What follows belongs to an exercise in optimizing a design on an open flow for small area, a short achievable clock period and few clock cycles per item; a production flow would make more cautious choices. The RTL was checked by simulation tests, not by an equivalence proof against the original design.

File: config.mk
export PLATFORM = sky130hd
export DESIGN_NAME = cubic_spline_temporal_upsampler_core
export DESIGN_NICKNAME = cubic_spline_temporal_upsampler_core
export VERILOG_FILES = /design/flow/design.v
export SDC_FILE = /design/flow/constraint.sdc
export NUM_CORES = 4
export LEC_CHECK = 0
export CAP_MARGIN = 20
export CORE_MARGIN = 2
export CORE_UTILIZATION = 30
export SETUP_SLACK_MARGIN = 5
export SLEW_MARGIN = 20
File: constraint.sdc
create_clock -name core_clock -period 12.0 [get_ports {clk_i}]
set_input_delay 2.4000 -clock core_clock [delete_from_list [all_inputs] [get_ports {clk_i}]]
set_output_delay 2.4000 -clock core_clock [all_outputs]
set_load 0.01 [all_outputs]
File: design.v
package csu_pkg;
  localparam int unsigned PIX_W = 8;
  localparam int unsigned Q_W   = 6;
  localparam int unsigned C_W   = 27;    
  localparam int unsigned E_W   = 46;    
  localparam int unsigned OQ_D  = 4;     
  localparam int unsigned DV_S  = 2;     
endpackage
module csu_divider #(
  parameter int HI = 8,
  parameter int LO = 6
) (
  input  logic [25:0]      rem_i,
  input  logic [16:0]      m_i,
  output logic [25:0]      rem_o,
  output logic [HI-LO:0]   q_o
);
  always_comb begin
    logic [25:0] r;
    logic [18:0] t;
    r = rem_i;
    for (int i = 0; i <= HI - LO; i++) begin
      t = {1'b0, r[(HI-i)+:18]} - {2'b0, m_i};
      q_o[HI-LO-i] = !t[18];
      if (!t[18]) r[(HI-i)+:18] = t[17:0];
    end
    rem_o = r;
  end
endmodule
module csu_csa #(
  parameter int N = 3,
  parameter int W = 8
) (
  input  logic [N*W-1:0] rows_i,
  output logic [W-1:0]   s_o,
  output logic [W-1:0]   c_o
);
  localparam int G  = N / 3;
  localparam int R  = N % 3;
  localparam int N2 = 2 * G + R;
  if (N == 1) begin : g_one
    assign s_o = rows_i[W-1:0];
    assign c_o = '0;
  end else if (N == 2) begin : g_two
    assign s_o = rows_i[W-1:0];
    assign c_o = rows_i[2*W-1:W];
  end else begin : g_lvl
    logic [N2*W-1:0] nx;
    for (genvar t = 0; t < G; t++) begin : g_fa
      logic [W-1:0] x, y, z, cy;
      assign x  = rows_i[(3*t)*W +: W];
      assign y  = rows_i[(3*t+1)*W +: W];
      assign z  = rows_i[(3*t+2)*W +: W];
      assign cy = (x & y) | (x & z) | (y & z);
      assign nx[(2*t)*W +: W]   = x ^ y ^ z;
      assign nx[(2*t+1)*W +: W] = {cy[W-2:0], 1'b0};
    end
    for (genvar t = 0; t < R; t++) begin : g_pass
      assign nx[(2*G+t)*W +: W] = rows_i[(3*G+t)*W +: W];
    end
    csu_csa #(.N(N2), .W(W)) u_next (.rows_i(nx), .s_o(s_o), .c_o(c_o));
  end
endmodule
module csu_mul #(
  parameter int AW = 29,
  parameter int BW = 30,
  parameter int PW = 60
) (
  input  logic signed [AW-1:0] a_i,
  input  logic [BW-1:0]        b_i,
  input  logic [PW-1:0]        add_i,
  output logic [PW-1:0]        s_o,
  output logic [PW-1:0]        c_o,
  output logic [PW-1:0]        p_o
);
  localparam int ND = (AW + 1) / 2;
  localparam int WB = BW + 1;           
  localparam int NR = ND + 3;
  function automatic logic [PW-1:0] sx_const();
    logic [PW-1:0] k;
    k = '0;
    for (int j = 0; j < ND; j++) begin
      if (2 * j + WB < PW) k = k - (PW'(1) << (2 * j + WB));
    end
    sx_const = k;
  endfunction
  logic [2*ND:0]    ax;
  logic [NR*PW-1:0] rows;
  logic [PW-1:0]    negrow;
  logic [PW-1:0]    s, c;
  assign ax = {{(2*ND+1-AW-1){a_i[AW-1]}}, a_i, 1'b0};
  for (genvar j = 0; j < ND; j++) begin : g_pp
    logic b2, b1, b0, one, two, neg;
    logic [WB-1:0] mag;
    logic [WB:0]   r;
    assign b0  = ax[2*j];
    assign b1  = ax[2*j+1];
    assign b2  = ax[2*j+2];
    assign one = b1 ^ b0;
    assign two = (b2 & !b1 & !b0) | (!b2 & b1 & b0);
    assign neg = b2;
    assign mag = one ? {1'b0, b_i} : two ? {b_i, 1'b0} : '0;
    assign r   = {!neg, neg ? ~mag : mag};
    assign rows[j*PW +: PW] = PW'({{PW{1'b0}}, r} << (2 * j));
    assign negrow[2*j] = neg;
    if (2 * j + 1 < PW) begin : g_gap
      assign negrow[2*j+1] = 1'b0;
    end
  end
  if (2 * ND < PW) begin : g_negtop
    assign negrow[PW-1:2*ND] = '0;
  end
  assign rows[ND*PW +: PW]     = negrow;
  assign rows[(ND+1)*PW +: PW] = sx_const();
  assign rows[(ND+2)*PW +: PW] = add_i;
  csu_csa #(.N(NR), .W(PW)) u_tree (.rows_i(rows), .s_o(s), .c_o(c));
  assign s_o = s;
  assign c_o = c;
  assign p_o = s + c;
endmodule
module csu_div4 #(
  parameter int T = 0
) (
  input  logic [25:0] rem_i,
  input  logic [16:0] m_i,
  input  logic [18:0] m3_i,
  output logic [25:0] rem_o,
  output logic [1:0]  q_o
);
  logic [18:0] w;
  logic [19:0] t1, t2, t3;
  assign w  = rem_i[T +: 19];
  assign t1 = {1'b0, w} - {3'b0, m_i};
  assign t2 = {1'b0, w} - {2'b0, m_i, 1'b0};
  assign t3 = {1'b0, w} - {1'b0, m3_i};
  always_comb begin
    rem_o = rem_i;
    if (!t3[19]) begin
      q_o = 2'd3;
      rem_o[T +: 19] = t3[18:0];
    end else if (!t2[19]) begin
      q_o = 2'd2;
      rem_o[T +: 19] = t2[18:0];
    end else if (!t1[19]) begin
      q_o = 2'd1;
      rem_o[T +: 19] = t1[18:0];
    end else begin
      q_o = 2'd0;
    end
  end
endmodule
module csu_datapath (
  input  logic [4:0]         kf_i,      
  input  logic signed [26:0] cfwd_i,
  input  logic signed [26:0] cnext_i,
  output logic signed [26:0] c_o
);
  logic signed [42:0] c;
  logic [42:0] t1, t2, t3, t4, t5, s, cy, sum;
  logic [7*43-1:0] rows;
  logic k2, k3, kge2, kge3, kge4;
  assign c    = 43'(cnext_i);
  assign {k2, k3, kge2, kge3, kge4} = kf_i;
  assign t1 = c <<< 14;
  assign t2 = kge2 ? (c <<< 10) : '0;
  assign t3 = k2 ? (c <<< 6) : kge3 ? (c <<< 7) : '0;
  assign t4 = k2 ? (c <<< 2) : kge3 ? (c <<< 4) : '0;
  assign t5 = k3 ? (c <<< 1) : kge4 ? (c <<< 3) : '0;
  assign rows = {43'(cfwd_i) <<< 16, ~t1, ~t2, ~t3, ~t4, ~t5,
                 43'd32772 | 43'(cnext_i[26])};
  csu_csa #(.N(7), .W(43)) u_tree (.rows_i(rows), .s_o(s), .c_o(cy));
  assign sum = s + cy;
  assign c_o = sum[42:16];
endmodule
module csu_ctrl (
  input  logic [5:0]  qreg_i,
  output logic [5:0]  q_o,
  output logic [10:0] q2_o,
  output logic [16:0] m_o,
  output logic [18:0] m3_o
);
  logic [5:0] q;
  assign q   = (qreg_i == 6'd0) ? 6'd1 : (qreg_i > 6'd32) ? 6'd32 : qreg_i;
  assign q_o = q;
  always_comb begin
    q2_o = '0;
    m_o  = '0;
    m3_o = '0;
    for (int i = 1; i <= 32; i++) begin
      if (q == 6'(i)) begin
        q2_o = 11'(i * i);
        m_o  = 17'(3 * i * i * i);
        m3_o = 19'(9 * i * i * i);
      end
    end
  end
endmodule
module cubic_spline_temporal_upsampler_core #(
  parameter int unsigned MAX_SAMPLES = 64,
  parameter int unsigned FRAC_BITS   = 16
) (
  input  logic                       clk_i,
  input  logic                       rst_ni,
  input  logic                       in_valid_i,
  output logic                       in_ready_o,
  input  logic                       in_cmd_i,
  input  logic [csu_pkg::PIX_W-1:0]  in_sample_i,
  input  logic                       in_last_i,
  output logic                       out_valid_o,
  input  logic                       out_ready_i,
  output logic [csu_pkg::PIX_W-1:0]  out_pixel_o,
  output logic                       out_seg_end_o,
  output logic                       out_seq_end_o,
  output logic                       out_error_o,
  input  logic                       cfg_valid_i,
  output logic                       cfg_ready_o,
  input  logic [csu_pkg::Q_W-1:0]    cfg_q_i
);
  localparam int unsigned CW = csu_pkg::C_W;
  localparam int unsigned EW = csu_pkg::E_W;
  localparam int unsigned OD = csu_pkg::OQ_D;
  logic [7:0]          y_mem [64];
  logic [CW-1:0]       c_mem [62];      
  logic [5:0]  qreg_q;
  logic        cfg_d1_q;
  logic [5:0]  pq_q;
  logic [10:0] pq_q2;
  logic [16:0] pq_m;
  logic [18:0] pq_m3;
  logic [5:0]  qc;
  logic [10:0] qc2;
  logic [16:0] qm;
  logic [18:0] qm3;
  csu_ctrl u_q (.qreg_i(qreg_q), .q_o(qc), .q2_o(qc2), .m_o(qm), .m3_o(qm3));
  always_ff @(posedge clk_i or negedge rst_ni) begin
    if (!rst_ni) begin
      qreg_q   <= 6'd2;
      cfg_d1_q <= 1'b0;
    end else begin
      if (cfg_valid_i) qreg_q <= cfg_q_i;
      cfg_d1_q <= cfg_valid_i;
    end
  end
  always_ff @(posedge clk_i) begin
    pq_q  <= qc;
    pq_q2 <= qc2;
    pq_m  <= qm;
    pq_m3 <= qm3;
  end
  logic        req_full_q, req_cmd_q, req_last_q;
  logic [7:0]  req_smp_q;
  logic [6:0]  n_q;
  logic        solved_q;
  logic [5:0]  seg_q;
  logic [1:0]  fst_q;                  
  logic        fpx_q;                  
  logic [5:0]  fxk_q;                  
  logic signed [28:0] fm_q;            
  logic signed [11:0] fx_q;            
  logic [5:0]  fk_q;                   
  logic [7:0]  ya_q, yb_q;             
  logic signed [CW-1:0] negc_q, cprev_q;    
  logic        pend_q, bp_q;
  logic [5:0]  bk_q;
  logic signed [CW-1:0] cnext_q;
  logic [7:0]          rd_y_q;
  logic signed [CW-1:0] rd_c_q;
  logic        rd_v_q, pv_v_q, b_v_q;
  logic [6:0]  sp_ptr_q;
  logic        rd_last_q;
  logic [7:0]  pv_y_q;
  logic signed [CW-1:0] pv_c_q;
  logic signed [32:0] b_p1_q;
  logic signed [27:0] b_c_q;
  logic [7:0]  b_y0_q, b_y1_q;
  logic        b_fin_q;
  logic        e_run_q, e_byp_q, e_fin_q;
  logic [5:0]  e_cnt_q;
  logic signed [EW-1:0] e_num_q, e_d1_q, e_d2_q, e_d3_q;
  logic [7:0]  e_y0_q, e_ylast_q, e_bpix_q;
  logic [2:0]  e_bfl_q;                
  localparam int unsigned NS = csu_pkg::DV_S;
  logic [NS:1]        st_v_q, st_byp_q, st_neg_q, st_ovf_q;
  logic [NS:1][25:0]  st_r_q;
  logic [NS:1][7:0]   st_qb_q;
  logic [NS:1][7:0]   st_y_q;           
  logic [NS:1][2:0]   st_fl_q;
  logic [10:0] oq_q [OD];
  logic [2:0]  oq_cnt_q;
  logic [2:0]  occ_q;
  logic credit, issue, xfer;
  logic eng_free, is_err, emit_ok, load_ok, consume, rdy, acc;
  logic c_load, c_emit, c_emit_ok_seg;
  logic [6:0] l_idx;
  logic       l_store, l_fwd;
  logic       flush, sp_act;
  logic       b_take, b_free, r_to_b, r_to_pv, r_free, rd_issue;
  logic       bp_start;
  logic       r_to_a, a_to_b, a_free;
  assign credit = occ_q < 3'(OD);
  assign xfer   = (oq_cnt_q != 3'd0) && out_ready_i;
  assign issue  = credit && (e_run_q || e_byp_q);
  assign eng_free = (!e_run_q && !e_byp_q) ||
                    (credit && ((e_run_q && e_cnt_q == 6'd1 && !e_fin_q) || (!e_run_q && e_byp_q)));
  assign is_err   = !solved_q || n_q < 7'd2;
  assign emit_ok  = !pend_q && !bp_q && fst_q == 2'd0 && eng_free && (is_err || b_v_q);
  assign load_ok  = !pend_q && !bp_q && (fst_q == 2'd0 || fst_q == 2'd1);
  assign consume  = req_full_q && (req_cmd_q ? emit_ok : load_ok);
  assign rdy      = !req_full_q || consume;
  assign acc      = in_valid_i && rdy;
  assign c_load   = consume && !req_cmd_q;
  assign c_emit   = consume && req_cmd_q;
  assign c_emit_ok_seg = c_emit && !is_err;
  assign l_idx    = solved_q ? 7'd0 : n_q;
  assign l_store  = l_idx < 7'd64;
  assign l_fwd    = l_store && l_idx >= 7'd2;
  assign bp_start = pend_q && !bp_q && fst_q == 2'd0;
  always_ff @(posedge clk_i or negedge rst_ni) begin
    if (!rst_ni) begin
      req_full_q <= 1'b0;
    end else begin
      if (acc) req_full_q <= 1'b1;
      else if (consume) req_full_q <= 1'b0;
    end
  end
  always_ff @(posedge clk_i) begin
    if (acc) begin
      req_cmd_q  <= in_cmd_i;
      req_smp_q  <= in_sample_i;
      req_last_q <= in_last_i;
    end
  end
  always_ff @(posedge clk_i) begin
    if (c_load && l_store) y_mem[l_idx[5:0]] <= req_smp_q;
  end
  logic signed [28:0] f_m;
  logic               f_mneg;
  logic [45:0]        f_a;
  logic signed [11:0] f_df;
  logic signed [28:0] mul_a;
  logic [45:0]        mul_b;
  logic [74:0]        mul_add, mul_s, mul_c, mul_p, mul_s_q, mul_c_q;
  logic [74:0]        f_sum;
  logic signed [CW-1:0] f_c;
  logic signed [28:0] a_a2_q;           
  assign f_df = $signed({4'd0, ya_q}) - $signed({3'd0, yb_q, 1'b0}) + $signed({4'd0, req_smp_q});
  always_comb begin
    case (fk_q)
      6'd1:    f_a = 46'd35184372088832;
      6'd2:    f_a = 46'd37529996894755;
      6'd3:    f_a = 46'd37697500436734;
      6'd4:    f_a = 46'd37709522208001;
      default: f_a = 46'd37710447277234;
    endcase
  end
  assign f_m    = fm_q;
  assign f_mneg = f_m[28] && (f_m != '1);
  assign mul_a   = solved_q ? a_a2_q : f_m;
  assign mul_b   = solved_q ? 46'(pq_q2) : f_a;
  assign mul_add = solved_q ? 75'd0 : 75'(f_a) + (f_mneg ? 75'h3fffffffffff : 75'h400000000000);
  csu_mul #(.AW(29), .BW(46), .PW(75)) u_mul (
    .a_i(mul_a), .b_i(mul_b), .add_i(mul_add), .s_o(mul_s), .c_o(mul_c), .p_o(mul_p));
  assign f_sum = mul_s_q + mul_c_q;
  assign f_c   = f_sum[73:47];
  always_ff @(posedge clk_i or negedge rst_ni) begin
    if (!rst_ni) begin
      fst_q <= 2'd0;
      fpx_q <= 1'b0;
    end else begin
      case (fst_q)
        2'd3:    fst_q <= 2'd1;
        2'd1:    fst_q <= 2'd2;
        2'd2:    fst_q <= fpx_q ? 2'd1 : 2'd0;
        default: fst_q <= (c_load && l_fwd) ? 2'd3 : 2'd0;
      endcase
      if (fst_q == 2'd2) fpx_q <= 1'b0;
      if (fst_q == 2'd1 && c_load && l_fwd) fpx_q <= 1'b1;
    end
  end
  always_ff @(posedge clk_i) begin
    if (c_load && l_store) begin
      yb_q <= req_smp_q;
      ya_q <= yb_q;
      if (l_idx < 7'd2) begin
        negc_q  <= '1;
        cprev_q <= '0;
      end
      if (l_fwd) begin
        fx_q  <= (f_df <<< 1) + f_df;
        fxk_q <= l_idx[5:0] - 6'd1;
      end
    end
    if (fst_q == 2'd1 || a_to_b) begin
      mul_s_q <= mul_s;
      mul_c_q <= mul_c;
    end
    if (fst_q == 2'd3) begin
      fm_q <= {fx_q[11], fx_q, 16'd0} + 29'(negc_q);
      fk_q <= fxk_q;
    end
    if (fst_q == 2'd2) begin
      negc_q  <= ~f_c;
      cprev_q <= f_c;
      if (fpx_q) begin
        fm_q <= {fx_q[11], fx_q, 16'd0} + 29'(~f_c);
        fk_q <= fxk_q;
      end
    end
  end
  logic signed [CW-1:0] b_cf;
  function automatic logic [4:0] kflags(input logic [5:0] k);
    kflags = {k == 6'd2, k == 6'd3, k >= 6'd2, k >= 6'd3, k >= 6'd4};
  endfunction
  logic [4:0] bkf_q;
  always_ff @(posedge clk_i) begin
    if (bp_start) bkf_q <= kflags(6'(n_q - 7'd3));
    else if (bp_q) bkf_q <= kflags(bk_q - 6'd1);
  end
  csu_datapath u_bs (.kf_i(bkf_q), .cfwd_i(rd_c_q), .cnext_i(cnext_q), .c_o(b_cf));
  logic                 cw_en_q;
  logic [5:0]           cw_a_q;
  logic signed [CW-1:0] cw_d_q;
  always_ff @(posedge clk_i or negedge rst_ni) begin
    if (!rst_ni) cw_en_q <= 1'b0;
    else         cw_en_q <= (fst_q == 2'd2) || bp_q;
  end
  always_ff @(posedge clk_i) begin
    cw_a_q <= (fst_q == 2'd2) ? fk_q - 6'd1 : bk_q - 6'd1;
    cw_d_q <= (fst_q == 2'd2) ? f_c : b_cf;
    if (cw_en_q) c_mem[cw_a_q] <= cw_d_q;
  end
  logic [5:0] c_ra;
  logic       c_rz;
  always_comb begin
    if (bp_start) begin
      c_ra = 6'(n_q - 7'd3);
      c_rz = 1'b0;
    end else if (bp_q) begin
      c_ra = bk_q - 6'd1;
      c_rz = 1'b0;
    end else begin
      c_ra = sp_ptr_q[5:0];
      c_rz = (sp_ptr_q == 7'd0) || (sp_ptr_q == n_q - 7'd1);
    end
  end
  always_ff @(posedge clk_i) begin
    if (rd_issue) rd_y_q <= y_mem[sp_ptr_q[5:0]];
    if (rd_issue || bp_start || bp_q) rd_c_q <= c_rz ? '0 : c_mem[c_ra - 6'd1];
  end
  logic       a_v_q, a_fin_q;
  logic [7:0] a_y0_q, a_y1_q;
  logic signed [CW-1:0] a_c0_q;
  logic signed [27:0]   a_c_q;
  assign flush    = cfg_valid_i || cfg_d1_q;
  assign sp_act   = solved_q && !flush;
  assign b_take   = c_emit_ok_seg;
  assign b_free   = !b_v_q || b_take;
  assign a_to_b   = a_v_q && b_free;
  assign a_free   = !a_v_q || a_to_b;
  assign r_to_a   = rd_v_q && pv_v_q && a_free;
  assign r_to_pv  = rd_v_q && !pv_v_q;
  assign r_free   = !rd_v_q || r_to_a || r_to_pv;
  assign rd_issue = sp_act && !bp_q && r_free && (sp_ptr_q < n_q);
  logic signed [28:0] s_a2;
  logic signed [8:0]  s_dy;
  logic signed [32:0] s_p1;
  logic [33*6-1:0]    s_p1_rows;
  logic [32:0]        s_p1_s, s_p1_c;
  logic [29*4-1:0]    s_a2_rows;
  logic [28:0]        s_a2_s, s_a2_c;
  assign s_dy = $signed({1'b0, rd_y_q}) - $signed({1'b0, pv_y_q});
  assign s_a2_rows = {29'(s_dy) <<< 17, 29'(s_dy) <<< 16,
                      ~(29'(pv_c_q) <<< 1), ~(29'(rd_c_q))};
  csu_csa #(.N(4), .W(29)) u_a2 (.rows_i(s_a2_rows), .s_o(s_a2_s), .c_o(s_a2_c));
  assign s_a2 = s_a2_s + s_a2_c + 29'd2;
  for (genvar j = 0; j < 6; j++) begin : g_p1
    assign s_p1_rows[j*33 +: 33] = pq_q[j] ? (33'(a_c0_q) <<< j) : 33'd0;
  end
  csu_csa #(.N(6), .W(33)) u_p1 (.rows_i(s_p1_rows), .s_o(s_p1_s), .c_o(s_p1_c));
  assign s_p1 = s_p1_s + s_p1_c;
  always_ff @(posedge clk_i or negedge rst_ni) begin
    if (!rst_ni) begin
      rd_v_q   <= 1'b0;
      pv_v_q   <= 1'b0;
      a_v_q    <= 1'b0;
      b_v_q    <= 1'b0;
      sp_ptr_q <= '0;
    end else if (!sp_act) begin
      rd_v_q   <= 1'b0;
      pv_v_q   <= 1'b0;
      a_v_q    <= 1'b0;
      b_v_q    <= 1'b0;
      sp_ptr_q <= 7'(seg_q);
    end else begin
      if (rd_issue) begin
        rd_v_q   <= 1'b1;
        sp_ptr_q <= sp_ptr_q + 7'd1;
      end else if (r_to_a || r_to_pv) begin
        rd_v_q <= 1'b0;
      end
      if (r_to_pv) pv_v_q <= 1'b1;
      if (r_to_a) a_v_q <= 1'b1;
      else if (a_to_b) a_v_q <= 1'b0;
      if (a_to_b) b_v_q <= 1'b1;
      else if (b_take) b_v_q <= 1'b0;
    end
  end
  always_ff @(posedge clk_i) begin
    if (rd_issue) rd_last_q <= sp_ptr_q == n_q - 7'd1;
    if (r_to_pv || r_to_a) begin
      pv_y_q <= rd_y_q;
      pv_c_q <= rd_c_q;
    end
    if (r_to_a) begin
      a_a2_q  <= s_a2;
      a_c0_q  <= pv_c_q;
      a_c_q   <= 28'(rd_c_q) - 28'(pv_c_q);
      a_y0_q  <= pv_y_q;
      a_y1_q  <= rd_y_q;
      a_fin_q <= rd_last_q;
    end
    if (a_to_b) begin
      b_p1_q  <= s_p1;
      b_c_q   <= a_c_q;
      b_y0_q  <= a_y0_q;
      b_y1_q  <= a_y1_q;
      b_fin_q <= a_fin_q;
    end
  end
  always_ff @(posedge clk_i or negedge rst_ni) begin
    if (!rst_ni) begin
      n_q      <= '0;
      solved_q <= 1'b0;
      seg_q    <= '0;
      pend_q   <= 1'b0;
      bp_q     <= 1'b0;
      bk_q     <= '0;
    end else begin
      if (c_load) begin
        if (solved_q) begin
          solved_q <= 1'b0;
          seg_q    <= '0;
        end
        n_q <= l_store ? l_idx + 7'd1 : l_idx;
        if (req_last_q) pend_q <= 1'b1;
      end
      if (c_emit) begin
        if (is_err) begin
          if (solved_q) begin
            solved_q <= 1'b0;
            n_q      <= '0;
            seg_q    <= '0;
          end
        end else if (b_fin_q) begin
          solved_q <= 1'b0;
          n_q      <= '0;
          seg_q    <= '0;
        end else begin
          seg_q <= seg_q + 6'd1;
        end
      end
      if (bp_start) begin
        if (n_q >= 7'd4) begin
          bp_q <= 1'b1;
          bk_q <= 6'(n_q - 7'd3);
        end else begin
          pend_q   <= 1'b0;
          solved_q <= 1'b1;
          seg_q    <= '0;
        end
      end
      if (bp_q) begin
        if (bk_q == 6'd1) begin
          bp_q     <= 1'b0;
          pend_q   <= 1'b0;
          solved_q <= 1'b1;
          seg_q    <= '0;
        end else begin
          bk_q <= bk_q - 6'd1;
        end
      end
    end
  end
  always_ff @(posedge clk_i) begin
    if (bp_start) cnext_q <= cprev_q;
    else if (bp_q) cnext_q <= b_cf;
  end
  logic [EW*5-1:0] e_l1_rows;
  logic [EW*4-1:0] e_l2_rows;
  logic [EW-1:0]   e_l1_s, e_l1_c, e_l2_s, e_l2_c;
  assign e_l1_rows = {mul_s_q[EW-1:0], mul_c_q[EW-1:0], EW'(b_p1_q) <<< 1, EW'(b_p1_q), EW'(b_c_q)};
  assign e_l2_rows = {EW'(b_p1_q) <<< 2, EW'(b_p1_q) <<< 1, EW'(b_c_q) <<< 2, EW'(b_c_q) <<< 1};
  csu_csa #(.N(5), .W(EW)) u_l1 (.rows_i(e_l1_rows), .s_o(e_l1_s), .c_o(e_l1_c));
  csu_csa #(.N(4), .W(EW)) u_l2 (.rows_i(e_l2_rows), .s_o(e_l2_s), .c_o(e_l2_c));
  always_ff @(posedge clk_i or negedge rst_ni) begin
    if (!rst_ni) begin
      e_run_q <= 1'b0;
      e_byp_q <= 1'b0;
      e_cnt_q <= '0;
      e_fin_q <= 1'b0;
    end else begin
      if (issue) begin
        if (e_run_q) begin
          e_cnt_q <= e_cnt_q - 6'd1;
          if (e_cnt_q == 6'd1) begin
            e_run_q <= 1'b0;
            if (e_fin_q) e_byp_q <= 1'b1;
          end
        end else begin
          e_byp_q <= 1'b0;
        end
      end
      if (c_emit) begin
        if (is_err) begin
          e_byp_q <= 1'b1;
        end else begin
          e_run_q <= 1'b1;
          e_cnt_q <= pq_q;
          e_fin_q <= b_fin_q;
        end
      end
    end
  end
  always_ff @(posedge clk_i) begin
    if (issue && e_run_q) begin
      e_num_q <= e_num_q + e_d1_q;
      e_d1_q  <= e_d1_q + e_d2_q;
      e_d2_q  <= e_d2_q + e_d3_q;
      if (e_cnt_q == 6'd1 && e_fin_q) begin
        e_bpix_q <= e_ylast_q;
        e_bfl_q  <= 3'b110;
      end
    end
    if (c_emit) begin
      if (is_err) begin
        e_bpix_q <= 8'd0;
        e_bfl_q  <= 3'b101;
      end else begin
        e_num_q   <= (EW'(pq_m) << 24) + (EW'(pq_m) << 15);
        e_d1_q    <= e_l1_s + e_l1_c;
        e_d2_q    <= e_l2_s + e_l2_c;
        e_d3_q    <= (EW'(b_c_q) <<< 2) + (EW'(b_c_q) <<< 1);
        e_y0_q    <= b_y0_q;
        e_ylast_q <= b_y1_q;
      end
    end
  end
  logic signed [29:0] i_n;
  logic        i_neg, i_big;
  logic [18:0] i_ov;
  logic [25:0] r8, r6, r4, r2, r0;
  logic [0:0]  q8;
  logic [1:0]  q6, q4, q2, q0;
  logic [8:0]  fin_qq;
  logic signed [10:0] fin_v;
  logic [7:0]  fin_pix;
  logic [10:0] fin_item;
  assign i_n   = e_num_q[EW-1:16];
  assign i_neg = i_n[29];
  assign i_ov  = {1'b0, i_n[26:9]} - {2'b0, pq_m};
  assign i_big = !i_n[29] && ((i_n[28:27] != 2'b00) || !i_ov[18]);
  csu_divider #(.HI(8), .LO(8)) u_d8 (.rem_i(i_n[25:0]), .m_i(pq_m), .rem_o(r8), .q_o(q8));
  csu_div4 #(.T(6)) u_d6 (.rem_i(r8),         .m_i(pq_m), .m3_i(pq_m3), .rem_o(r6), .q_o(q6));
  csu_div4 #(.T(4)) u_d4 (.rem_i(st_r_q[1]),  .m_i(pq_m), .m3_i(pq_m3), .rem_o(r4), .q_o(q4));
  csu_div4 #(.T(2)) u_d2 (.rem_i(r4),         .m_i(pq_m), .m3_i(pq_m3), .rem_o(r2), .q_o(q2));
  csu_div4 #(.T(0)) u_d0 (.rem_i(st_r_q[NS]), .m_i(pq_m), .m3_i(pq_m3), .rem_o(r0), .q_o(q0));
  assign fin_qq  = {st_qb_q[NS][6:0], q0};
  assign fin_v   = $signed({3'd0, st_y_q[NS]}) + $signed({2'b0, fin_qq}) - 11'sd256;
  assign fin_pix = st_byp_q[NS] ? st_y_q[NS] :
                   (st_neg_q[NS] || (!st_ovf_q[NS] && fin_v < 0)) ? 8'd0 :
                   (st_ovf_q[NS] || fin_v > 11'sd255) ? 8'd255 : fin_v[7:0];
  assign fin_item = {fin_pix, st_fl_q[NS]};
  always_ff @(posedge clk_i or negedge rst_ni) begin
    if (!rst_ni) begin
      st_v_q <= '0;
    end else begin
      st_v_q <= {st_v_q[NS-1:1], issue};
    end
  end
  always_ff @(posedge clk_i) begin
    if (issue) begin
      st_byp_q[1] <= !e_run_q;
      st_neg_q[1] <= i_neg;
      st_ovf_q[1] <= i_big;
      st_r_q[1]   <= r6;
      st_qb_q[1]  <= {5'd0, q8, q6};
      st_y_q[1]   <= e_run_q ? e_y0_q : e_bpix_q;
      st_fl_q[1]  <= e_run_q ? {(e_cnt_q == 6'd1) && !e_fin_q, 2'b00} : e_bfl_q;
    end
    for (int i = 2; i <= int'(NS); i++) begin
      st_byp_q[i] <= st_byp_q[i-1];
      st_neg_q[i] <= st_neg_q[i-1];
      st_ovf_q[i] <= st_ovf_q[i-1];
      st_r_q[i]   <= r2;
      st_qb_q[i]  <= {st_qb_q[i-1][2:0], q4, q2};
      st_y_q[i]   <= st_y_q[i-1];
      st_fl_q[i]  <= st_fl_q[i-1];
    end
  end
  always_ff @(posedge clk_i or negedge rst_ni) begin
    if (!rst_ni) begin
      oq_cnt_q <= '0;
      occ_q    <= '0;
    end else begin
      oq_cnt_q <= oq_cnt_q + 3'(st_v_q[NS]) - 3'(xfer);
      occ_q    <= occ_q + 3'(issue) - 3'(xfer);
    end
  end
  always_ff @(posedge clk_i) begin
    for (int e = 0; e < int'(OD); e++) begin
      if (st_v_q[NS] && (3'(e) == oq_cnt_q - 3'(xfer))) oq_q[e] <= fin_item;
      else if (xfer && e < int'(OD) - 1) oq_q[e] <= oq_q[e+1];
    end
  end
  assign in_ready_o    = rdy;
  assign cfg_ready_o   = 1'b1;
  assign out_valid_o   = oq_cnt_q != 3'd0;
  assign out_pixel_o   = oq_q[0][10:3];
  assign out_seg_end_o = oq_q[0][2];
  assign out_seq_end_o = oq_q[0][1];
  assign out_error_o   = oq_q[0][0];
endmodule
File: run.sh
#!/bin/bash
# synth_recipe.tcl (not shown) runs the flow's synth.tcl, then flattens the netlist and writes it again
# the make line also repeats each setting of config.mk as NAME=value (left out here)
make -C /OpenROAD-flow-scripts/flow DESIGN_CONFIG=/design/flow/config.mk WORK_HOME=/design/flow/orfs CLKGATE_MAP_FILE= SYNTH_SCRIPT=/design/flow/synth_recipe.tcl finish
==> notes.md, run 1 <==
- The number of buffers added by the clock tree synthesis step is 328.
- The worst-case headroom to the max-slew limit is 10.54%.
- In the final timing run, aggregate negative setup slack is 0 ns.
- The tree is rooted in a sky130_fd_sc_hd__clkbuf_16.
- The cell count after synthesis is 16400.
- The instance area at placement is 211300 sq um.
- The area inside the core boundary is 663300 sq um.
- The min-delay analysis places its worst path in the category reg -> reg.
- The final-layout fill cell count is 64950.
- Summed over all nets, the half-perimeter wirelength after detailed placement is 452.1 mm.
- The leading cell type in the layout, fill and taps excluded is sky130_fd_sc_hd__edfxtp_1.
- The first-pass GRT wire length is 938.7 mm.
- The clock insertion delay at the later pin of the skew report is 1.00 ns.
- The minimum period implied by the final worst setup slack is 7.082 ns.
- The maximum number of pins on one net before global-route repair is 133.
- The post-synthesis instance area is 199700 sq um.
- The weighted congestion reported at the end of routability-driven placement is 0.9744.
- The clock tree synthesis step divided the H-tree into 5 levels.
- Walking the worst path, the cells encountered are buf_16 > nand2_1 > a21boi_4 > buf_4 > clkinv_2 > buf_4 > nor2_2 > a221oi_1 > o21ai_0 > buf_4 > fa_1 > fa_1 > inv_1 > fa_1 > fa_1 > fa_1 > inv_1 > fa_1.
- The count of standard-cell rows is 299.
- 35 I/O pins were placed.
- Each instance of the synthesized netlist takes up on average 12.18 sq um.
- After synthesis the netlist holds a flip-flop and latch count of 3209.
- Setup repair after global routing could not meet its margin everywhere.
- TritonCTS built the clock tree.
- Once placement completed, the tool counted placed cells totaling 24730.
- For the worst setup path, the data required time is 12.72 ns.
- Of all nets on the critical path, the largest fanout is 45.
- The number of max-capacitance violations reported is 0.
- For this design, the sink count on the clock tree is 3209.
- Timing would allow up to 141.2 MHz.
- The detailed-route wire length per cell is 25.62 microns.
- Among the stages of the critical path, the cell type that occurs most often is sky130_fd_sc_hd__fa_1.
- The floorplan step defined a die boundary enclosing 672400 sq um.
- The post-CTS clock slew at the launch and capture registers of the worst setup and hold paths is 0.06 ns.
- The fraction of final layout cells with drive strength greater than 1 is 11.98%.
- The initial antenna violation count is 30.
- STA classifies the critical path endpoint as a register.
- Across the routed clock network, the largest skew measured is 0.1010 ns.
- The primary flip-flop cell chosen by synthesis mapping is sky130_fd_sc_hd__edfxtp_1.
- Yosys mapped a number of flops with a built-in enable equal to 2843.
- The net count after synthesis is 18560.
- The kind of cell with the highest combined delay along the critical path is adder cells.
- The sum of buffers and inverters on the critical path is 7.
- Relative to the synthesized area, the layout overhead comes to 11.81%.
- The final wirelength is 650.6 mm.
- In the layout the commonest cells are sky130_fd_sc_hd__edfxtp_1 (2843), sky130_fd_sc_hd__inv_1 (1307), sky130_fd_sc_hd__a21oi_1 (1186), sky130_fd_sc_hd__fa_1 (1083), sky130_fd_sc_hd__ha_1 (1050).
- For this run, design rule violations remaining after detail routing come to 0.
- The number of pins with negative max-slew slack in the final report is 0.
- The detailed router finished its first iteration with 15910 violations.
- Excluding fillers, the count of instances in the completed layout stands at 25400.
- The share of synthesized flip-flops with an asynchronous set or reset is 1.932%.
- The detail route stage leaves a number of antenna-violating nets equal to 0.
- STA classifies the critical path startpoint as a register.
- The hold violation total from the final report came to 0.
- The flow ran to the end and the layout has no timing, DRC or antenna violations.
- The number of buffers inserted by hold repair at cts is 0.
- The overall track demand over capacity in global routing is 18.71%.
- The final critical-path share of the clock period is 59.02%.
- The routed layout has 137400 vias.
- The data arrival time of the critical path is 7.80 ns.
- The startpoint identified for the worst hold timing path is st_byp_q[1].
- The detail-routed via count per cell is 5.409.
- The finished cells cover 223300 sq um.
- The number of global-route vias before repair is 134300.
- The first-pass detailed-route iteration total is 9.
- In this run, distinct cell masters in the synthesized netlist total 118.
- The startpoint-to-endpoint class of the critical path is reg -> reg.
- The cell at the slowest stage of the critical path is sky130_fd_sc_hd__nor2_2.
- At the pin with the least slew margin, the transition time is 1.332 ns.
- The die outline height is 820.0 microns.
- The yosys synthesis warning count is 9.
- The longest clock path from root to sink contains 4 buffers.
- The count of buffers inserted at the top-level ports is 33.
- Sequential cells were found to cover 46.56% of the synthesized design area.
- For this run, the slowest stage of the critical path takes 0.60 ns.
- The startpoint of the worst-slack reg-to-reg timing path is solved_q.
- The startpoint of the most critical setup path is solved_q.
- After the last flow step, the layout net total stands at 18400.
- The final setup violation count is 0.
- The chip width is 820.0 microns.
- The initial utilization of the core area, before any placement, comes to 30.11%.
- After global routing the overflow that remains totals 0.
registers in the layout, summed over array words and instances, names as in the netlist, 29 cells and up:
register   count
mul_s_q       74
b_p1_q        33
a_a2_q        29
fm_q          29
c_mem       1674
y_mem        512
oq_q          44
e_d3_q        30
e_d1_q        46
e_d2_q        45
e_num_q       46
e_l1_rows     44
area by class of cell:
cell class	count	area (sq um)	share of cell area, %
Sequential cell	3209	93120	41.69
Antenna cell	8	20.02	0.008963
Clock inverter	179	1753	0.7849
Timing Repair Buffer	413	3824	1.712
Inverter	1334	5060	2.266
Clock buffer	422	8752	3.919
Tap cell	8879	11110	4.974
Multi-Input combinational cell	10950	99710	44.64
timing repair:
item                       in CTS  in global routing
setup endpoints to repair     173                142
hold endpoints to repair        0                  0
setup buffers                  22                 16
pin swaps                      12                  8
gates cloned                    6                  2
gates resized for setup       154                121
cell usage after synthesis (128+ instances only):
library cell,instances,area [sq um]
sky130_fd_sc_hd__o21ai_0,893,4469
sky130_fd_sc_hd__mux4_2,600,13510
sky130_fd_sc_hd__nor2b_1,204,1276
sky130_fd_sc_hd__a21o_1,247,1854
sky130_fd_sc_hd__nor2_1,1017,3817
sky130_fd_sc_hd__a31oi_1,132,825.8
sky130_fd_sc_hd__nand2_1,865,3247
sky130_fd_sc_hd__a22oi_1,128,960.9
sky130_fd_sc_hd__nor3_1,206,1031
sky130_fd_sc_hd__fa_1,1084,21700
sky130_fd_sc_hd__ha_1,1054,13190
sky130_fd_sc_hd__o22ai_1,232,1451
sky130_fd_sc_hd__and2_1,206,1289
sky130_fd_sc_hd__mux2i_1,147,1471
sky130_fd_sc_hd__clkbuf_1,680,2552
sky130_fd_sc_hd__inv_1,1317,4943
sky130_fd_sc_hd__nand3_1,181,905.9
sky130_fd_sc_hd__edfxtp_1,2843,85370
sky130_fd_sc_hd__dfxtp_1,304,6086
sky130_fd_sc_hd__a21oi_1,1205,6031
sky130_fd_sc_hd__xor2_1,202,1769
sky130_fd_sc_hd__a211oi_1,318,2387
sky130_fd_sc_hd__xnor2_1,622,5448
logic make-up (layout without fill, tap and decap cells):
family | Yosys count | count (layout) | share of synthesized area, %
flip-flops | 3209 | 3209 | 46.56
XOR/XNOR | 826 | 826 | 3.635
AND/OR/NAND/NOR | 3109 | 3112 | 7.242
buffers and inverters | 2248 | 2348 | 4.362
AO/OA/AOI/OAI | 4029 | 4030 | 12.69
multiplexers | 838 | 839 | 8.015
other | 1 | 9 | 0.001877
adder cells (fa/ha/maj) | 2143 | 2143 | 17.49
path summary, 6_finish.rpt:
path	endpoint	slack [ns]	cells past startpoint
min in group asynchronous	qreg_q[4]	1.24	1
hold / removal	st_byp_q[2]	0.33	0
hold reg to reg	st_byp_q[2]	0.33	0
setup / recovery	mul_s_q[52]	4.92	18
setup reg to reg	mul_s_q[52]	4.92	18
max in group asynchronous	sp_ptr_q[1]	9.33	3
routing by layer:
layer / routed length, microns / vias to the layer above / global-route usage (%) / part of all wire (%)
met5: 86 / - / 0 / 0.013
met4: 32870 / 14 / 7.994 / 5.1
met3: 56990 / 1490 / 3.928 / 8.8
met2: 296000 / 6389 / 29.75 / 45
met1: 264600 / 69380 / 24.79 / 41
li1: - / 60100 / - / -
per-stage QoR:
| stage | util [%] | hold slack [ns] | worst slack, ns |
|---|---|---|---|
| after floorplan | - | 0.3233 | 5.036 |
| after global placement | 31.84 | 0.3247 | 3.096 |
| after detailed placement | 31.85 | 0.3269 | 2.809 |
| after CTS | 33.55 | 0.3291 | 5.000 |
| after global routing | 33.67 | 0.3418 | 4.946 |
| final | 33.67 | 0.3318 | 4.918 |
Testbench counts, summed over its fixed seeds: cycles 9,211, items 5,529.
==> run 2: changes to the inputs <==
==> flow/run.sh (new file) <==
#!/bin/bash
# The standard layout, with ORFS's timing repair aiming 8 ns below the
# clock period instead of at it. Everything else is the standard flow.
set -euo pipefail
export SETUP_SLACK_MARGIN=8
bash standard.sh > flow_standard.log 2>&1
==> standard.sh (new file) <==
#!/bin/bash
# synth_recipe.tcl (not shown) runs the flow's synth.tcl, then flattens the netlist and writes it again
# the make line also repeats each setting of config.mk as NAME=value (left out here)
make -C /OpenROAD-flow-scripts/flow DESIGN_CONFIG=/design/flow/config.mk WORK_HOME=/design/flow/orfs CLKGATE_MAP_FILE= SYNTH_SCRIPT=/design/flow/synth_recipe.tcl "${@:-finish}"
--- a/config.mk
+++ b/config.mk
@@ -8,5 +8,4 @@
 export CAP_MARGIN = 20
 export CORE_MARGIN = 2
 export CORE_UTILIZATION = 30
-export SETUP_SLACK_MARGIN = 5
 export SLEW_MARGIN = 20
removed: run.sh
==> run 2 against run 1 <==
Compared with the run above:
- still clean on timing, DRC and antenna
- maximum frequency up 12%
- global-route usage up 2.1 points
- design area up 14%
- wire length up 14%
- core utilization up 4.7 points
- clock-buffer cell count down 2
- synthesized cell count unchanged
- critical path depth up 5
- hold slack better by 0.010 ns
- register-to-register slack better by 0.75 ns
- critical path type unchanged
- largest cell class unchanged
- highest routed layer unchanged
==> notes.md, run 2 <==
- The flow ran to the end and the layout has no timing, DRC or antenna violations.
- The kind of launch point of the worst setup path is a register.
- The full die area is 672400 sq um (unchanged).
- The cell count after synthesis came to 16400 (unchanged).
- The total number of clock tree sinks came to 3209 (unchanged).
- The weighted congestion reported at the end of routability-driven placement was 0.9885 (+1.4%).
- The die outline height is 820.0 microns (unchanged).
- The final standard cell count with taps included and fillers excluded is 26790 (+5.5%).
- Setup repair after global routing could not meet its margin everywhere.
- The distinct cell type count after synthesis is 118 (unchanged).
- The final instance area is 254400 sq um (+14%).
- The end of the worst register-to-register path is mul_s_q[39].
- The DRC marker count from the first detailed-route iteration was 19040 (+20%).
- The number of flip-flops under the largest register name is 1674 (unchanged).
- Ranked by total cell area, the synthesized netlist is headed by sky130_fd_sc_hd__edfxtp_1 (43%), sky130_fd_sc_hd__fa_1 (11%), sky130_fd_sc_hd__mux4_2 (6.8%).
- The largest register by flop count is c_mem.
- The final-layout fill cell count is 61960 (-4.6%).
- The area inside the core boundary is 663300 sq um (unchanged).
- The count of standard-cell rows is 299 (unchanged).
- TritonCTS built the clock tree.
- The final wirelength came to 740.2 mm (+14%).
- The required time at the worst-slack endpoint is 12.76 ns (+0.04 ns).
- The minimum period implied by the final worst setup slack was 6.327 ns (-0.7546 ns).
- The detailed-route wire length per cell is 27.63 microns (+7.9%).
- The overall track demand over capacity in global routing is 20.81% (+2.1 points).
- The final setup violation count is 0 (unchanged).
- The number of buffers added by the clock tree synthesis step is 329 (+0.30%).
- The post-CTS clock slew at the launch and capture registers of the worst setup and hold paths is 0.10 ns (+0.04 ns).
- The post-synthesis to final-layout area growth is 27.35%.
- The number of vias after detailed routing is 149900 (+9.1%).
- The element type at the critical path end is a register.
- The post-synthesis instance area is 199700 sq um (unchanged).
- The first-pass GRT wire length is 1034 mm (+10%).
- The dominant cell by count in the synthesized netlist is sky130_fd_sc_hd__edfxtp_1.
- The number of max-capacitance violations reported is 0 (unchanged).
- The remaining number of nets flagged by the antenna check after routing is 0 (unchanged).
- The chip width is 820.0 microns (unchanged).
- The initial antenna violation count is 50 (+67%).
- The deepest level of the CTS H-tree is 5 (unchanged).
- The clock insertion delay at the later pin of the skew report is 1.01 ns (about the same).
- The share of synthesized flip-flops with an asynchronous set or reset came to 1.932% (unchanged).
- The compound-gate portion of the synthesized area is 12.69% (unchanged).
- The maximum number of pins on one net before global-route repair is 143 (+7.5%).
- The yosys synthesis warning count was 9 (unchanged).
- The hold violation total from the final report is 0 (unchanged).
- The number of cells on the worst reg-to-reg path is 23 (+5).
- The count of pins on the block boundary is 35 (unchanged).
- The average cell area after synthesis is 12.18 sq um (unchanged).
- The timing-limited maximum frequency is 158.0 MHz (+12%).
- Of all cell types, the one taking the most synthesized area is sky130_fd_sc_hd__edfxtp_1.
- The worst hold margin is 0.3418 ns (+0.01002 ns).
- The simple-gate share of the synthesized area is 7.242% (unchanged).
- The residual overflow from global routing is 0 (unchanged).
- Leaving out fill and tap cells, the most frequent cells in the layout are sky130_fd_sc_hd__edfxtp_1 (2843), sky130_fd_sc_hd__inv_1 (1109), sky130_fd_sc_hd__buf_4 (1016), sky130_fd_sc_hd__a21oi_1 (917), sky130_fd_sc_hd__ha_1 (879).
- The post-route DRC violation count is 0 (unchanged).
- The number of placed instances with taps included was 24730 (-0.0081%).
- The post-synthesis adder-cell area fraction is 17.49% (unchanged).
- The instance area at placement is 212800 sq um (+0.72%).
- The critical path is of the reg -> reg type.
- The dominant combinational cell family by area after synthesis is adder cells.
- The flop-to-flop setup slack is 5.67 ns (+0.75 ns).
- The placed wire-length estimate after detailed placement is 454.5 mm (+0.54%).
- The final clock skew was 0.09049 ns (-0.01050 ns).
- In this run the worst setup path terminates at mul_s_q[39].
- The area share of xor/xnor cells in the synthesized design is 3.635% (unchanged).
- The class of the most critical hold timing path is reg -> reg.
- The total of flip-flops plus latches after synthesis is 3209 (unchanged).
- The total area of multi-input combinational cells was 112300 sq um (+13%).
- The leading cell type in the layout, fill and taps excluded is sky130_fd_sc_hd__edfxtp_1.
- The worst-case headroom to the max-slew limit was 23.90% (+13 points).
- After synthesis, the most frequently instantiated cells are sky130_fd_sc_hd__edfxtp_1 (2843), sky130_fd_sc_hd__inv_1 (1317), sky130_fd_sc_hd__a21oi_1 (1205), sky130_fd_sc_hd__fa_1 (1084), sky130_fd_sc_hd__ha_1 (1054).
- The data arrival time of the critical path was 7.09 ns (-0.71 ns).
- The area occupied by registers came to 93210 sq um (about the same).
- The startpoint of the most critical setup path is fm_q[2].
- The net count after synthesis is 18560 (unchanged).
- The maximum root-to-sink buffer count is 4 (unchanged).
- The number of global-route vias before repair came to 143300 (+6.7%).
- The first-pass detailed-route iteration total is 15 (+6).
- The critical-path maximum fanout is 15 (-67%).
- The detail-routed via count per cell was 5.596 (+3.5%).
- The final critical-path share of the clock period is 52.73% (-6.3 points).
- The sum of negative setup slack is 0 ns (unchanged).
- For this run, the leading register cell type out of synthesis is sky130_fd_sc_hd__edfxtp_1.
- The share of the synthesized area in the top cell type was 42.74% (unchanged).
- The fraction of final layout cells with drive strength greater than 1 is 29.93% (+18 points).
- The number of pins with negative max-slew slack in the final report is 0 (unchanged).
- The slew at the pin with the worst max-slew slack was 1.141 ns (-0.1901 ns).
- The count of buffers inserted at the top-level ports is 33 (unchanged).
- The mux contribution to synthesized area is 8.015% (unchanged).
- In this run the clock root is driven by a sky130_fd_sc_hd__clkbuf_16.
- The sequential element share of the synthesized area is 46.56% (unchanged).
- The final layout net count was 19780 (+7.5%).
- The worst register-to-register path begins at fm_q[2].
- The initial core utilization was 30.11% (unchanged).
- The number of enable-type register cells in the synthesized netlist is 2843 (unchanged).
==> run 2: cell counts after synthesis <==
No cell type changed its count.
==> run 2: worst min path at each step <==
stage                 end  slack (ns)        from  depth (start not counted)
3_5_place_dp    u_d0.w[0]        0.33       r2[0]                          0
4_1_cts         u_d0.w[1]        0.34       r2[1]                          0
3_3_place_gp    u_d0.w[0]        0.32       r2[0]                          0
2_1_floorplan   fin_qq[6]        0.32  st_qb_q[0]                          0
6_report        u_d0.w[1]        0.34       r2[1]                          0
5_1_grt        st_y_q[11]        0.35   st_y_q[3]                          0
==> run 2: stage by stage <==
| stage | setup WS, ns | utilization, % |
|---|---|---|
| CTS | 5.770 | 36.84 |
| detailed placement | 3.870 | 32.08 |
| global route | 5.545 | 38.34 |
| finish | 5.673 | 38.35 |
| floorplan | 6.228 | - |
| global placement | 3.815 | 32.02 |
==> run 2: layout make-up <==
| type | count | area share [%] |
|---|---|---|
| repair buffers | 1788 | 8.526 |
| clock inverters | 167 | 0.6989 |
| inverters | 1334 | 2.081 |
| multi-input cells | 10960 | 44.14 |
| well taps | 8879 | 4.367 |
| flip-flops and latches | 3209 | 36.64 |
| repair inverters | 2 | 0.008362 |
| diodes | 26 | 0.02558 |
| clock buffers | 420 | 3.508 |
==> run 2: metal layers <==
layer  share of wire, %  up-vias  global-route usage [%]
li1                   -    62910                       -
met1                 38    75570                   26.52
met2                 44     8695                   31.74
met3                 11     2702                   6.650
met4                6.9       30                   10.51
met5               0.12        -                  0.6499
==> run 2: timing repair <==
item                                     CTS  global route
cloned                                   137            32
hold buffers                               0             0
hold endpoints to repair                   0             0
buffers inserted                         795           473
gates resized for setup                 2416          1217
endpoints found under the setup margin  1220           995
pin swaps                                679           844
==> run 2: critical path, stage by stage (launching register included) <==
cell and delay (ns):
sky130_fd_sc_hd__dfxtp_1 0.35, sky130_fd_sc_hd__nand2_2 0.24, sky130_fd_sc_hd__nor4_4 0.40, sky130_fd_sc_hd__a21boi_4 0.11, sky130_fd_sc_hd__buf_12 0.16, sky130_fd_sc_hd__buf_4 0.19, sky130_fd_sc_hd__ha_4 0.45, sky130_fd_sc_hd__o21ba_2 0.24
sky130_fd_sc_hd__o2111ai_4 0.13, sky130_fd_sc_hd__a31oi_4 0.19, sky130_fd_sc_hd__nand4b_1 0.22, sky130_fd_sc_hd__nand3_2 0.14, sky130_fd_sc_hd__a211o_1 0.39, sky130_fd_sc_hd__o21ai_4 0.23, sky130_fd_sc_hd__a31o_2 0.21, sky130_fd_sc_hd__a21o_4 0.17
sky130_fd_sc_hd__xnor2_2 0.14, sky130_fd_sc_hd__nor2_1 0.07, sky130_fd_sc_hd__ha_1 0.35, sky130_fd_sc_hd__fa_1 0.56, sky130_fd_sc_hd__inv_2 0.04, sky130_fd_sc_hd__fa_2 0.60, sky130_fd_sc_hd__inv_2 0.06, sky130_fd_sc_hd__fa_2 0.42
==> run 2: logic make-up (layout without fill, tap and decap cells) <==
family                   Yosys count  in the layout
AO/OA/AOI/OAI                   4029           4033
XOR/XNOR                         826            826
adder cells (fa/ha/maj)         2143           2143
buffers and inverters           2248           3711
flip-flops                      3209           3209
multiplexers                     838            841
other                              1             27
AND/OR/NAND/NOR                 3109           3117

what the ideal ports hide:
No port has a modelled driver above. Below, the same layouts with a new extraction and two added sets of constraints.
Step 1 sets driving cells, clkbuf_16 on the clock port and buf_2 on the other inputs (assumed; they add their load-dependent delay and slew).
Step 2 also shifts input and output timing later by t, the mid clock arrival at the registers, as if the neighbouring blocks saw the same clock.
a / b / c = ideal / step 1 / step 2; a / b = the first two.
run | t (ns) | setup WS [ns] | hold slack, ns | clock arrival spread, ns | worst register clock-pin slew, ns
run 1 | 1.083 | 4.918 / 4.918 / 4.918 | 0.332 / 0.332 / 0.332 | 0.102 / 0.102 | 0.07 / 0.07
run 2 | 1.109 | 5.673 / 5.673 / 5.673 | 0.342 / 0.342 / 0.342 | 0.093 / 0.093 | 0.10 / 0.10
After both steps setup and hold are still met in every run listed.
